Context: an optimization exercise on an open-source flow, tuned for small area, a short achievable clock period and few clock cycles per item. The choices shown serve that exercise and are no tape-out recipe.
Only simulation tests tie the RTL to the original design; equivalence was not proved.
Power figures rest on the tool's default switching activity, not on a simulated workload.

Setup of maple:
## bitmap_run_allocator_core
module bitmap_run_allocator_core (
  input  logic                      clk,
  input  logic                      rst_n,
  input  logic                      cfg_we,
  input  logic [bra_pkg::LEN_W-1:0] cfg_used_length,
  input  logic                      in_valid,
  output logic                      in_ready,
  input  logic [2:0]                in_cmd,
  input  logic [bra_pkg::IDX_W-1:0] in_bit_index,
  input  logic [bra_pkg::LEN_W-1:0] in_range_end,
  input  logic [bra_pkg::LEN_W-1:0] in_run_count,
  input  logic [3:0]                in_align_log2,
  output logic                      out_valid,
  input  logic                      out_ready,
  output logic                      out_bit_value,
  output logic [bra_pkg::IDX_W-1:0] out_alloc_index,
  output logic                      out_found
);
Settings: LEC_CHECK=0, CAP_MARGIN=20, CORE_MARGIN=2, CORE_UTILIZATION=30, PLACE_DENSITY=0.45, SETUP_SLACK_MARGIN=3, SLEW_MARGIN=20; clock period 8.0 ns.
run.sh (not shown) runs the stock make flow with config.mk's settings and CLKGATE_MAP_FILE= SYNTH_SCRIPT=/design/flow/synth_recipe.tcl, a recipe that flattens the netlist after the stock synthesis.
Testbench counts of maple, summed over its fixed seeds: cycles 11,048, items 6,400.
> inputs changed (maple -> cedar)
--- a/flow/design.v
+++ b/flow/design.v
@@ -212,71 +212,48 @@
         end else begin : g_out
           assign lv[(gk+1)*WN+gj] = 1'b0;
           assign hc[(gk+1)*WN+gj] = cb[gk] ? 1'b0 : hc[gk*WN+gj];
         end
       end
     end
     for (gj = 0; gj < WN; gj++) begin : g_l6
       assign lv[7*WN+gj] = 1'b0;
       assign hc[7*WN+gj] = cb[6] ? lv[6*WN+gj] : hc[6*WN+gj];
     end
   endgenerate
   logic [9:0]    amask;
-  logic [NS-1:0] okv, aligned, tlim, pmc;
-  logic [11:0]   pt1;
-  logic [10:0]   ceff2;
-  logic          pge_z, plt_big;
-  logic [15:0]   pge_gt, pge_eq, plt_lt, plt_eq;
-  logic [7:0]    pge_lo, plt_lo;
-  assign ceff2   = (fa == 11'd0) ? 11'd1 : fa;
-  assign pt1     = {1'b0, pm_lo} - {1'b0, ceff2} + 12'd1;
-  assign pge_z   = (pt1[10:7] == 4'd0);
-  assign plt_big = (pm_hi[10:7] != 4'd0);
-  generate
-    for (gj = 0; gj < 16; gj++) begin : g_pq
-      assign pge_gt[gj] = 4'(gj) > pt1[6:3];
-      assign pge_eq[gj] = 4'(gj) == pt1[6:3];
-      assign plt_lt[gj] = 4'(gj) < pm_hi[6:3];
-      assign plt_eq[gj] = 4'(gj) == pm_hi[6:3];
-    end
-    for (gj = 0; gj < 8; gj++) begin : g_pr
-      assign pge_lo[gj] = 3'(gj) >= pt1[2:0];
-      assign plt_lo[gj] = 3'(gj) < pm_hi[2:0];
-    end
-  endgenerate
+  logic [NS-1:0] okv, aligned, tlim;
   logic [2:0]    limhi;
   logic [6:0]    limlo;
   logic          klt, keq, aact;
   logic [15:0]   tl_lt, tl_eq;
   logic [7:0]    tl_lo;
   assign amask = (al >= 4'd10) ? 10'h3FF : ((10'd1 << al) - 10'd1);
   assign limhi = fb[9:7];
   assign limlo = fb[6:0];
   assign klt   = kp[2:0] < limhi;
   assign keq   = kp[2:0] == limhi;
   assign aact  = !kp[3] && (kp[2:0] <= limhi);
   generate
     for (gj = 0; gj < 16; gj++) begin : g_lq
       assign tl_lt[gj] = 4'(gj) < limlo[6:3];
       assign tl_eq[gj] = 4'(gj) == limlo[6:3];
     end
     for (gj = 0; gj < 8; gj++) begin : g_lr
       assign tl_lo[gj] = 3'(gj) <= limlo[2:0];
     end
     for (gj = 0; gj < NS; gj++) begin : g_ok
       assign tlim[gj]    = tl_lt[gj/8] | (tl_eq[gj/8] & tl_lo[gj%8]);
       assign aligned[gj] = (({kp[2:0], 7'(gj)} & amask) == 10'd0);
-      assign pmc[gj]     = pm_en && (pt1[11] || (pge_z && (pge_gt[gj/8] || (pge_eq[gj/8] && pge_lo[gj%8])))) &&
-                           (plt_big || plt_lt[gj/8] || (plt_eq[gj/8] && plt_lo[gj%8]));
-      assign okv[gj]     = hc[7*WN+gj] & aligned[gj] & (klt | (keq & tlim[gj])) & !pmc[gj];
+      assign okv[gj]     = hc[7*WN+gj] & aligned[gj] & (klt | (keq & tlim[gj]));
     end
   endgenerate
   logic [15:0]  grp_any;
   logic [47:0]  grp_idx;
   logic [3:0]   gsel;
   logic         any;
   logic [6:0]   sloc;
   logic [9:0]   sfast;
   always_comb begin
     for (int g = 0; g < 16; g++) begin
       grp_any[g] = |okb[g*8 +: 8];
       grp_idx[g*3 +: 3] = 3'd0;
@@ -303,25 +280,25 @@
   assign bact    = {1'b0, kp, 6'b0} < eff_len;
   assign base    = {2'b0, kb, 6'b0};
   assign amask12 = (al >= 4'd11) ? 12'h7FF : ((12'd1 << al) - 12'd1);
   assign reach   = {1'b0, base} + {6'b0, zlo_r};
   assign bfound  = ropen && (need_r <= reach) && (rs <= {2'b0, fb[9:0]});
   assign blast   = ({1'b0, base} + 13'd64) >= {2'b0, eff_len};
   assign rs_new  = ((base + 12'd64 - {5'b0, zhi_r}) + amask12) & ~amask12;
   logic go, done, found, mark;
   logic [9:0]  fidx;
   logic [10:0] mhi;
   logic        rbit;
   logic pm_ok, pm_hit;
-  assign pm_ok  = (typ == 2'd0) || (typ == 2'd3) || (typ == 2'd2 && (fail || !big));
+  assign pm_ok  = (typ == 2'd0) || (typ == 2'd3) || (typ == 2'd2 && fail);
   assign pm_hit = pm_en && ({1'b0, fa[9:0]} >= pm_lo) && ({1'b0, fa[9:0]} < pm_hi);
   assign go = op_valid && (!pm_en || pm_ok) && (!r_v || res_ready);
   always_comb begin
     done = 1'b0; found = 1'b0; fidx = 10'd0; rbit = 1'b0; mark = 1'b0;
     mhi = {1'b0, sfast} + fa;
     case (typ)
       2'd0: begin done = 1'b1; rbit = win[fa[6:0]] | pm_hit; end
       2'd2: begin
         if (fail) done = 1'b1;
         else if (!big) begin
           if (bv && any) begin
             done = 1'b1; found = 1'b1; fidx = sfast; mark = (fa != 11'd0);
==> run notes <==
cedar completed end to end with timing, DRC and antenna clean. The met3 wirelength from detailed routing in maple is 0.813 times that in cedar. Taking maple as the reference, in cedar clock power now smaller, period utilization now larger. Relative to maple, count of clock-buffer cells in the layout has gone down in cedar. Of maple and cedar, cedar shows the higher share of total power consumed by net switching, with maple below it. cedar against maple: part of the total power dissipated in the clock network down 1.9 points, synthesis-to-finish area growth flat, gate count of the mapped netlist down 403, first-pass GRT wire length down about 2.5%.
Testbench counts of cedar, summed over its fixed seeds: cycles 11,639, items 6,400.

afterwards: timing with drivers on the ports:
In the flow no input, the clock included, has a driving cell. The finished layouts below were timed again as built, in two steps.
Step 1: set_driving_cell puts a clkbuf_16 on clk and a buf_2 on each other input, an assumption about the parent block.
Step 2 also shifts input and output timing later by t, the mid clock arrival at the registers, as if the neighbouring blocks saw the same clock.
Slacks: ideal / step 1 / step 2; pairs: ideal / step 1.
run | shift t [ns] | slack for setup (ns) | worst slew at a driven data input, ns
maple | 1.038 | 2.724 / 2.724 / 2.008 | 0.11
cedar | 1.023 | 2.546 / 2.546 / 1.943 | 0.10
After both steps every run listed still meets setup and hold. The setup slack of maple, which loses most, moves by 0.000 ns with the drivers and by -0.716 ns with both steps.
